From an optimization exercise on the open Yosys and OpenROAD flow, aimed at a short achievable clock period and few clock cycles; shortcuts taken in it are not production practice.
In this exercise RTL edits were held to simulation tests only and were not proved equivalent to the original.
Power and IR drop assume default switching activity.

== build 89 ==
==> flow/design.v (excerpt) <==
module pcpu_top (
    input  logic              clock,
    input  logic              reset,
    input  logic              i_enable,
    input  logic              i_start,
    input  logic [pipe_pkg::DATA_W-1:0] i_i_data,
    input  logic [pipe_pkg::DATA_W-1:0] i_d_rdata,
    output logic [7:0]        o_i_addr,
    output logic [7:0]        o_d_addr,
    output logic [pipe_pkg::DATA_W-1:0] o_d_wdata,
    output logic              o_d_we,
    output logic              o_running
);
    logic       running;     
    logic       started;     
    logic       halt_seen;   
    logic [7:0] fa;          
    logic [7:1]  e_we;       
    logic        e_wr;       
    logic [2:0]  e_dest;
    logic        e_st;
    logic        e_ld;
    logic        e_setf;
    logic        e_bz, e_bnz, e_bn, e_bnn;   
    logic [15:0] x_a, x_b;
    logic        x_c;
    logic [15:0] l_a, l_b;
    logic        l_x, l_n;
    logic [15:0] sl_a, sr_a;
    logic [3:0]  sl_lo, sl_hi, sr_lo, sr_hi;   
    logic [15:0] sl_m, sr_m;
    logic [7:0]  d_addr;
    logic        e_au;       
    logic [7:0]  c_p, c_q;
    logic        c_cin;
    logic        e_sh;       
    logic [7:0]  t_a, t_b;
  ...
Size in the first run: about 2900 cells after synthesis, ~560 flip-flops, roughly 70 I/O pins, about 0.028 mm² of cells after synthesis.
clock: 4.5 ns
lec_check: 0
cap_margin: 20
core_margin: 2
core_utilization: 30
place_density: 0.45
setup_slack_margin: 3.5
slew_margin: 20
run.sh (not shown) runs the stock make flow with config.mk's settings and CLKGATE_MAP_FILE= SYNTH_SCRIPT=/design/flow/synth_recipe.tcl, a recipe that flattens the netlist after the stock synthesis.
Both conditions hold for build 89: the flow ran to the end and the final layout passed the timing, design-rule and antenna checks.
Testbench counts of build 89, summed over its fixed seeds: cycles 13,981.
The inputs of build 95 differ from those of build 89 as listed below.
-- flow/config.mk --
<<< build 89, line 10
export CORE_UTILIZATION = 30
export PLACE_DENSITY = 0.45
export SETUP_SLACK_MARGIN = 3.5
export SLEW_MARGIN = 20
>>> build 95, line 10
export CORE_UTILIZATION = 30
export PLACE_DENSITY = 0.45
export SETUP_SLACK_MARGIN = 2.7
export SLEW_MARGIN = 20
export TNS_END_PERCENT = 50
## What came out
Build 95 against build 89: summed area of non-filler cells in the final layout went down; worst-case hold slack now smaller. In the metrics for build 95 and build 89, the one carrying the higher vias per cell is build 89. In build 95, the design internal power came out about 4% below the value in build 89. Looking at measured slew at the worst slew-check pin, build 95 sits 140 ps lower than build 89 does. Total routing usage reported by global routing down 1.3 points in build 95 wrt build 89. Going from build 89 to build 95, the total number of nets in the final design was found to have gone down by about 3.2%. Between build 95 and build 89, it is build 95 whose via count is lower, by 841.
Inputs modified between build 95 and build 42:
==> flow/config.mk <==
export PLATFORM = sky130hd
export DESIGN_NAME = pcpu_top
export DESIGN_NICKNAME = pcpu_top
export VERILOG_FILES = /design/flow/design.v
export SDC_FILE = /design/flow/constraint.sdc
export NUM_CORES = 4
export LEC_CHECK = 0
export CAP_MARGIN = 20
export CELL_PAD_IN_SITES_GLOBAL_PLACEMENT = 2
export CORE_MARGIN = 2
export CORE_UTILIZATION = 30
export PLACE_DENSITY = 0.45
export SETUP_SLACK_MARGIN = 2.7
export SLEW_MARGIN = 20
==> comparison <==
On total routed wirelength: build 42 sits above build 95. Delta(pre-CTS setup slack, build 42 - build 95) > 0. Build 95 consumes less power than build 42. Diff build 42..build 95 | sequential power | negligible. The share of the cycle needed by the critical path after routing in build 42 was higher than what build 95 gave. For the combinational power, build 42 came in 13% higher than build 95 did. Build 42: number of clock-tree buffers in the layout is 8 lower than what build 95 reported.
#### Input delta (build 33 over build 42)
==> flow/config.mk <==
export PLATFORM = sky130hd
export DESIGN_NAME = pcpu_top
export DESIGN_NICKNAME = pcpu_top
export VERILOG_FILES = /design/flow/design.v
export SDC_FILE = /design/flow/constraint.sdc
export NUM_CORES = 4
export LEC_CHECK = 0
export CAP_MARGIN = 20
export CORE_MARGIN = 2
export CORE_UTILIZATION = 20
export SETUP_SLACK_MARGIN = 2.7
export SLEW_MARGIN = 20
## What came out
- Every run in the comparison, build 42 and build 33, completed the flow with a clean layout.
- Number of standard cells in the layout, taps in and fillers out in build 33 is about 12% above build 42.
- Build 42 ended up with the clock network as its group drawing the most power; build 33 ended up with registers.
- Vias: build 33 more than build 42
- Compared with build 42, build 33 shows level count of the clock H-tree lower by 1.
- Compared with build 42, build 33 shows a die height that is 22% higher.
- The run showing the smaller share of total power in combinational logic is build 33.
- Build 33 against build 42; site row count is up by more than 10%.

==> re-timing with driven ports <==
How much do the figures lean on ideal ports? The routed layouts below were timed once more, with nothing changed but the port constraints. Step 1 (the two cells are an assumption about what drives the block):
set clk [get_ports {clock}]
set_driving_cell -lib_cell sky130_fd_sc_hd__clkbuf_16 $clk
set_driving_cell -lib_cell sky130_fd_sc_hd__buf_2 [delete_from_list [all_inputs] $clk]
Step 2 times the ports against the registers' clock, not the clock port: input delays grow and output delays shrink by t, the midpoint of the rising clock arrivals with the driver on. Three values: ideal ports, drivers, drivers and shift; two values: the first two.
| run | t (ns) | slack for setup (ns) | latest minus earliest clock arrival (ns) |
|---|---|---|---|
| build 89 | 0.687 | 1.510 / 1.510 / 0.945 | 0.037 / 0.036 |
| build 95 | 0.697 | 1.565 / 1.565 / 0.873 | 0.033 / 0.033 |
| build 42 | 0.712 | 1.558 / 1.558 / 0.928 | 0.014 / 0.013 |
| build 33 | 0.693 | 1.501 / 1.501 / 0.825 | 0.022 / 0.022 |
After both steps setup and hold are still met in every run listed. For build 95, which loses most, drivers alone change the setup slack by 0.000 ns; drivers and shift together by -0.692 ns.
